This is an optimization exercise on Yosys and OpenROAD, whose aim is small area, a short achievable clock period and few clock cycles, not a production implementation. Only simulation tests tie the RTL to the original design; equivalence was not proved.

v6:
==> flow/design.v <==
package ccsc_pkg;
  localparam int GEN_W      = 17;
  localparam int GEN_LEN_W  = 5;
  localparam int CFG_W      = 17;
  localparam int CFG_IDX_W  = 2;
  localparam int BYTE_BITS  = 8;
  localparam int DATA_W     = 8;
  localparam int CNT_OUT_W  = 16;
  localparam int LEN_W      = 6;
  localparam logic [GEN_W-1:0]     GEN_BITS_RST = 17'd7;
  localparam logic [GEN_LEN_W-1:0] GEN_LEN_RST  = 5'd3;
  localparam logic                 DW_EIGHT_RST = 1'b0;
  typedef enum logic [CFG_IDX_W-1:0] {
    CFG_GEN_BITS = 2'd0,
    CFG_GEN_LEN  = 2'd1,
    CFG_DW_EIGHT = 2'd2
  } cfg_idx_e;
  typedef struct packed {
    logic [BYTE_BITS-1:0] data_byte;
    logic                 last_byte;
  } in_item_t;
  typedef struct packed {
    logic                 has_codeword;
    logic [DATA_W-1:0]    dataword;
    logic                 codeword_error;
    logic [CNT_OUT_W-1:0] codewords_seen;
    logic [CNT_OUT_W-1:0] errors_seen;
    logic                 final_result;
  } out_item_t;
  typedef struct packed {
    logic [GEN_W-1:0] gen_bits;
    logic [LEN_W-1:0] glen;
    logic [LEN_W-1:0] deg;
    logic [LEN_W-1:0] size;
    logic             dw8;
  } cfg_t;
endpackage
module crc_codeword_stream_checker #(
  parameter int MAX_DEGREE  = 16,
  parameter int COUNT_WIDTH = 16
) (
  input  logic                 clk_i,
  input  logic                 rst_ni,
  input  logic                 push,
  output logic                 full,
  input  logic [8:0]           in_data_i,
  output logic                 empty,
  input  logic                 pop,
  output logic [42:0]          out_data_o,
  input  logic                 cfg_we_i,
  input  logic [1:0]           cfg_index_i,
  input  logic [16:0]          cfg_data_i
);
  logic [15:0] gen_q;
  logic [3:0]  degm1_q;    
  logic        dw8_q;
  logic [3:0]  len_wr;
  always_comb begin
    if (cfg_data_i[4:0] < 5'd2)       len_wr = 4'd0;
    else if (cfg_data_i[4:0] > 5'd17) len_wr = 4'd15;
    else                              len_wr = 4'(cfg_data_i[4:0] - 5'd2);
  end
  always_ff @(posedge clk_i or negedge rst_ni) begin
    if (!rst_ni) begin
      gen_q   <= 16'd7;
      degm1_q <= 4'd1;
      dw8_q   <= 1'b0;
    end else if (cfg_we_i) begin
      case (cfg_index_i)
        2'd0: gen_q   <= cfg_data_i[15:0];
        2'd1: degm1_q <= len_wr;
        2'd2: dw8_q   <= cfg_data_i[0];
        default: ;
      endcase
    end
  end
  logic [4:0]  size_q;
  logic [15:0] gen_al_q;   
  always_ff @(posedge clk_i) begin
    size_q   <= {1'b0, degm1_q} + (dw8_q ? 5'd9 : 5'd5);
    gen_al_q <= gen_q << (4'd15 - degm1_q);
  end
  logic       in_v_q;
  logic [8:0] in_q;
  logic       fin_q;       
  logic       hdr_q;       
  logic [7:0] l_q;         
  logic [3:0] dl_q;        
  logic       dm_q;        
  logic [7:0] isd_q;       
  logic       e1_q;        
  logic       e2_q;        
  logic [15:0] r_q;        
  logic [7:0] w_q;         
  logic       e_q;         
  logic [7:0]  byte_i;
  logic [15:0] r;
  logic [7:0]  fb;
  assign byte_i = in_q[8:1];
  always_comb begin
    r = r_q;
    for (int t = 0; t < 8; t++) begin
      fb[t] = byte_i[7 - t] ^ r[15];
      r = {r[14:0], 1'b0} ^ ((fb[t] && isd_q[t]) ? gen_al_q : 16'd0);
    end
  end
  logic        end1;
  logic [7:0]  cur, chk0, chk1;
  logic        err0, err1, e;
  assign end1 = e1_q;
  always_comb begin
    for (int t = 0; t < 8; t++) cur[t] = (l_q > 8'(t));
  end
  assign chk0 = cur & ~isd_q;
  assign chk1 = ~cur & ~isd_q;
  assign err0 = e_q || |(fb & chk0);
  assign err1 = |(fb & chk1);
  assign e    = !end1 ? err0 : (!e2_q ? err1 : 1'b0);
  logic [15:0] wcat;
  logic [7:0]  s_w, b_al, w;
  logic [9:0]  cw0, cw1;
  assign wcat = {w_q, byte_i} << dl_q;
  assign s_w  = wcat[15:8];
  assign b_al = byte_i >> (3'd4 - l_q[2:0]);
  assign w    = (end1 && l_q != 8'd8) ? ((!dw8_q && l_q <= 8'd3 && !e2_q) ? b_al : byte_i) : s_w;
  assign cw0 = (end1 && !dm_q) ? {1'b1, dw8_q ? s_w[7:4] : 4'd0, s_w[3:0], err0}
                               : {1'b1, 4'd0, b_al[3:0], err1};
  assign cw1 = {1'b1, 4'd0, b_al[3:0], err1};
  logic [5:0]  s2, s3;
  logic        e1_n, e2_n;
  logic [7:0]  l_n;
  logic [3:0]  dl_n;
  logic        dm_n;
  logic        ln_big;
  logic [5:0]  l2_n;
  logic [7:0]  isd_n;
  assign s2 = {2'd0, l_q[3:0]} + {1'b0, size_q};
  assign s3 = s2 + {1'b0, size_q};
  always_comb begin
    if (!hdr_q) begin
      if (byte_i == 8'd0) begin
        l_n  = {3'd0, size_q};
        dl_n = dw8_q ? 4'd8 : 4'd4;
        dm_n = 1'b0;
      end else begin
        l_n  = byte_i;
        dl_n = 4'd0;
        dm_n = 1'b1;
      end
      e1_n = (byte_i == 8'd0) ? (size_q <= 5'd8) : (byte_i <= 8'd8);
      e2_n = (byte_i != 8'd0) && (byte_i[7:3] == 5'd0) && ({3'd0, byte_i[2:0]} + size_q <= 5'd8);
    end else if (!end1) begin
      l_n  = l_q - 8'd8;
      dl_n = 4'd0;
      dm_n = dm_q;
      e1_n = (l_q <= 8'd16);
      e2_n = (l_q[7:4] == 4'd0) && (s2 <= 6'd16);
    end else if (!e2_q) begin
      l_n  = {2'd0, s2 - 6'd8};
      dl_n = dw8_q ? l_q[3:0] : ((l_q[3:0] > 4'd4) ? l_q[3:0] - 4'd4 : 4'd0);
      dm_n = 1'b0;
      e1_n = (s2 <= 6'd16);
      e2_n = (s3 <= 6'd16);
    end else begin
      l_n  = {2'd0, s3 - 6'd8};
      dl_n = 4'(s2 - 6'd4);
      dm_n = 1'b0;
      e1_n = !(size_q == 5'd7 && l_q[1:0] == 2'd3);
      e2_n = (size_q == 5'd5) && (l_q[1:0] <= 2'd1);
    end
  end
  assign ln_big = (l_n[7:3] != 5'd0);
  assign l2_n   = {3'd0, l_n[2:0]} + {1'b0, size_q};
  always_comb begin
    for (int t = 0; t < 8; t++) begin
      isd_n[t] = (dl_n > 4'(t)) ||
                 (!ln_big && (l_n[2:0] <= 3'(t)) && (dw8_q || {1'b0, l_n[2:0]} + 4'd4 > 4'(t))) ||
                 (!ln_big && (l2_n <= 6'(t)));
    end
  end
  logic       v0_q, v1_q;   
  logic       pa_q;
  logic       full_q;       
  logic [1:0] kb_q;         
  logic       proc, fin_emit, accept;
  logic [1:0] k;
  logic [9:0] nw0, nw1;
  assign proc     = in_v_q && pa_q;
  assign full     = full_q;
  assign accept   = push && !full;
  assign fin_emit = fin_q && !v1_q;
  assign k   = fin_emit ? 2'd1 : (proc ? kb_q : 2'd0);
  assign nw0 = fin_emit ? 10'd0 : cw0;
  assign nw1 = cw1;
  logic       in_v_n, hdr_n, fin_n;
  logic [1:0] kb_n;
  assign in_v_n = accept || (in_v_q && !proc);
  assign hdr_n  = proc ? !in_q[0] : hdr_q;
  assign fin_n  = (fin_q && !fin_emit) || (proc && in_q[0]);
  assign kb_n   = !hdr_n ? 2'd0 : (proc ? ({1'b0, e1_n && !dm_n} + {1'b0, e2_n}) : kb_q);
  always_ff @(posedge clk_i or negedge rst_ni) begin
    if (!rst_ni) begin
      in_v_q <= 1'b0;
      fin_q  <= 1'b0;
      hdr_q  <= 1'b0;
      kb_q   <= 2'd0;
    end else begin
      in_v_q <= in_v_n;
      fin_q  <= fin_n;
      hdr_q  <= hdr_n;
      kb_q   <= kb_n;
    end
  end
  always_ff @(posedge clk_i) begin
    if (accept) in_q <= in_data_i;
  end
  always_ff @(posedge clk_i) begin
    if (proc) begin
      l_q   <= l_n;
      dl_q  <= dl_n;
      dm_q  <= dm_n;
      isd_q <= isd_n;
      e1_q  <= e1_n;
      e2_q  <= e2_n;
      if (!hdr_q) begin
        r_q <= '0;
        e_q <= 1'b0;
      end else begin
        r_q <= r;
        w_q <= w;
        e_q <= e;
      end
    end
  end
  logic [9:0]  q0_q, q1_q, nh;
  logic        ld, lastfin_q;
  logic [15:0] tot_q, err_q, tot_b, err_b, tot_i, err_i;
  logic        v0_a, v1_a, v0_b, v1_b, pa_a, pa_b, pp;
  logic        em_q;      
  assign nh = (v0_q && v1_q) ? q1_q : nw0;
  assign ld = (v0_q && v1_q) || (k != 2'd0);
  assign pp = pop && v0_q;
  assign v0_a = ld;
  assign v1_a = v1_q && (k != 2'd0);
  assign v0_b = v0_q || (k != 2'd0);
  assign v1_b = v0_q ? (v1_q || (k != 2'd0)) : (k == 2'd2);
  assign pa_a = (!fin_n || !v1_a) && (kb_n == 2'd0 || (kb_n == 2'd1 && !v1_a) || !v0_a);
  assign pa_b = (!fin_n || !v1_b) && (kb_n == 2'd0 || (kb_n == 2'd1 && !v1_b) || !v0_b);
  always_ff @(posedge clk_i or negedge rst_ni) begin
    if (!rst_ni) begin
      v0_q   <= 1'b0;
      em_q   <= 1'b1;
      v1_q   <= 1'b0;
      pa_q   <= 1'b1;
      full_q <= 1'b0;
    end else begin
      full_q <= in_v_n && !(pp ? pa_a : pa_b);
      v0_q <= pp ? v0_a : v0_b;
      em_q <= pp ? !v0_a : !v0_b;
      v1_q <= pp ? v1_a : v1_b;
      pa_q <= pp ? pa_a : pa_b;
    end
  end
  always_ff @(posedge clk_i) begin
    if (!v0_q || pop) q0_q <= nh;
    if (!v0_q || !v1_q || pop) q1_q <= v0_q ? nw0 : nw1;
  end
  assign tot_b = tot_q & {16{!lastfin_q}};
  assign err_b = err_q & {16{!lastfin_q}};
  assign tot_i = (&tot_b) ? tot_b : tot_b + 16'd1;
  assign err_i = (&err_b) ? err_b : err_b + 16'd1;
  always_ff @(posedge clk_i or negedge rst_ni) begin
    if (!rst_ni)                       lastfin_q <= 1'b1;
    else if ((!v0_q || pop) && ld)     lastfin_q <= !nh[9];
  end
  always_ff @(posedge clk_i) begin
    if ((!v0_q || pop) && ld) begin
      tot_q <= nh[9] ? tot_i : tot_b;
      err_q <= (nh[9] && nh[0]) ? err_i : err_b;
    end
  end
  assign empty      = em_q;
  assign out_data_o = {q0_q, tot_q, err_q, !q0_q[9]};
endmodule
Settings: LEC_CHECK=0, CAP_MARGIN=20, CORE_MARGIN=2, CORE_UTILIZATION=65, CTS_BUF_LIST=sky130_fd_sc_hd__clkbuf_8, SLEW_MARGIN=20; clock period 22.0 ns.
standard.sh (not shown) runs the stock make flow with config.mk's settings and CLKGATE_MAP_FILE= SYNTH_SCRIPT=/design/flow/synth_recipe.tcl, a recipe that flattens the netlist after the stock synthesis.
==> flow/flow/run.sh <==
#!/bin/bash
# Standard layout, with plain buffers (instead of delay cells) on the ports, and timing
# repair asked for a little more setup slack than the period needs.
export BUFFER_PORTS_ARGS="-buffer_cell sky130_fd_sc_hd__buf_2"
export SETUP_SLACK_MARGIN=16.45
bash standard.sh > standard.log 2>&1
Testbench counts of v6, summed over its fixed seeds: cycles 6,315.
Relative to v6, the following input files were edited for v7:
--- a/flow/design.v
+++ b/flow/design.v
@@ -72,14 +72,14 @@
         2'd2: dw8_q   <= cfg_data_i[0];
         default: ;
       endcase
     end
   end
-  logic [4:0]  size_q;
-  logic [15:0] gen_al_q;   
-  always_ff @(posedge clk_i) begin
-    size_q   <= {1'b0, degm1_q} + (dw8_q ? 5'd9 : 5'd5);
+  logic [4:0]  cw_size;    
+  logic [15:0] gen_al_q;
+  assign cw_size = {1'b0, degm1_q} + (dw8_q ? 5'd9 : 5'd5);
+  always_ff @(posedge clk_i) begin
     gen_al_q <= gen_q << (4'd15 - degm1_q);
   end
   logic       in_v_q;
   logic [8:0] in_q;
   logic       fin_q;       
@@ -132,25 +132,25 @@
   logic [3:0]  dl_n;
   logic        dm_n;
   logic        ln_big;
   logic [5:0]  l2_n;
   logic [7:0]  isd_n;
-  assign s2 = {2'd0, l_q[3:0]} + {1'b0, size_q};
-  assign s3 = s2 + {1'b0, size_q};
+  assign s2 = {2'd0, l_q[3:0]} + {1'b0, cw_size};
+  assign s3 = s2 + {1'b0, cw_size};
   always_comb begin
     if (!hdr_q) begin
       if (byte_i == 8'd0) begin
-        l_n  = {3'd0, size_q};
+        l_n  = {3'd0, cw_size};
         dl_n = dw8_q ? 4'd8 : 4'd4;
         dm_n = 1'b0;
       end else begin
         l_n  = byte_i;
         dl_n = 4'd0;
         dm_n = 1'b1;
       end
-      e1_n = (byte_i == 8'd0) ? (size_q <= 5'd8) : (byte_i <= 8'd8);
-      e2_n = (byte_i != 8'd0) && (byte_i[7:3] == 5'd0) && ({3'd0, byte_i[2:0]} + size_q <= 5'd8);
+      e1_n = (byte_i == 8'd0) ? (cw_size <= 5'd8) : (byte_i <= 8'd8);
+      e2_n = (byte_i != 8'd0) && (byte_i[7:3] == 5'd0) && ({3'd0, byte_i[2:0]} + cw_size <= 5'd8);
     end else if (!end1) begin
       l_n  = l_q - 8'd8;
       dl_n = 4'd0;
       dm_n = dm_q;
       e1_n = (l_q <= 8'd16);
@@ -163,54 +163,53 @@
       e2_n = (s3 <= 6'd16);
     end else begin
       l_n  = {2'd0, s3 - 6'd8};
       dl_n = 4'(s2 - 6'd4);
       dm_n = 1'b0;
-      e1_n = !(size_q == 5'd7 && l_q[1:0] == 2'd3);
-      e2_n = (size_q == 5'd5) && (l_q[1:0] <= 2'd1);
+      e1_n = !(cw_size == 5'd7 && l_q[1:0] == 2'd3);
+      e2_n = (cw_size == 5'd5) && (l_q[1:0] <= 2'd1);
     end
   end
   assign ln_big = (l_n[7:3] != 5'd0);
-  assign l2_n   = {3'd0, l_n[2:0]} + {1'b0, size_q};
+  assign l2_n   = {3'd0, l_n[2:0]} + {1'b0, cw_size};
   always_comb begin
     for (int t = 0; t < 8; t++) begin
       isd_n[t] = (dl_n > 4'(t)) ||
                  (!ln_big && (l_n[2:0] <= 3'(t)) && (dw8_q || {1'b0, l_n[2:0]} + 4'd4 > 4'(t))) ||
                  (!ln_big && (l2_n <= 6'(t)));
     end
   end
   logic       v0_q, v1_q;   
   logic       pa_q;
   logic       full_q;       
-  logic [1:0] kb_q;         
+  logic [1:0] kb;           
   logic       proc, fin_emit, accept;
   logic [1:0] k;
   logic [9:0] nw0, nw1;
   assign proc     = in_v_q && pa_q;
   assign full     = full_q;
   assign accept   = push && !full;
   assign fin_emit = fin_q && !v1_q;
-  assign k   = fin_emit ? 2'd1 : (proc ? kb_q : 2'd0);
+  assign k   = fin_emit ? 2'd1 : (proc ? kb : 2'd0);
   assign nw0 = fin_emit ? 10'd0 : cw0;
   assign nw1 = cw1;
   logic       in_v_n, hdr_n, fin_n;
   logic [1:0] kb_n;
   assign in_v_n = accept || (in_v_q && !proc);
   assign hdr_n  = proc ? !in_q[0] : hdr_q;
   assign fin_n  = (fin_q && !fin_emit) || (proc && in_q[0]);
-  assign kb_n   = !hdr_n ? 2'd0 : (proc ? ({1'b0, e1_n && !dm_n} + {1'b0, e2_n}) : kb_q);
+  assign kb     = !hdr_q ? 2'd0 : ({1'b0, e1_q && !dm_q} + {1'b0, e2_q});
+  assign kb_n   = !hdr_n ? 2'd0 : (proc ? ({1'b0, e1_n && !dm_n} + {1'b0, e2_n}) : kb);
   always_ff @(posedge clk_i or negedge rst_ni) begin
     if (!rst_ni) begin
       in_v_q <= 1'b0;
       fin_q  <= 1'b0;
       hdr_q  <= 1'b0;
-      kb_q   <= 2'd0;
     end else begin
       in_v_q <= in_v_n;
       fin_q  <= fin_n;
       hdr_q  <= hdr_n;
-      kb_q   <= kb_n;
     end
   end
   always_ff @(posedge clk_i) begin
     if (accept) in_q <= in_data_i;
   end
## What came out
For v7, the timing endpoint of the critical path was out_data_o[29], unlike v6, where it was out_data_o[3]. Smallest setup slack after layout: v7 vs v6 identical. Diff v7 and v6: hold slack lower in v7. Compared with v6, v7 shows final area higher by 0.89%. On total standard cell area after synthesis, v7 does worse than v6. Wire length of the first global-routing pass is lower on v6.
Testbench counts of v7, summed over its fixed seeds: cycles 6,315.

## static timing again, ports no longer ideal
Ports are ideal in the flow. The routed layouts listed here were re-timed in OpenROAD. Step 1: set_driving_cell puts a clkbuf_16 on clk_i and a buf_2 on each other input, an assumption about the parent block. Step 2 times the ports against the registers' clock, not the clock port: input delays grow and output delays shrink by t, the midpoint of the rising clock arrivals with the driver on. Three values: no drivers, after step 1, after step 2; two values: the first two.
run | t (ns) | setup WS [ns] | worst setup path at the end | clock arrival spread, ns | pins driven straight from the clock port
v6 | 0.504 | 16.484 / 16.443 / 16.256 | input to register | 0.014 / 0.015 | 1
v7 | 0.492 | 16.484 / 16.442 / 16.279 | input to register | 0.019 / 0.019 | 1
After both steps setup and hold are still met in every run listed. For v6, which loses most, drivers alone change the setup slack by -0.041 ns; drivers and shift together by -0.228 ns.
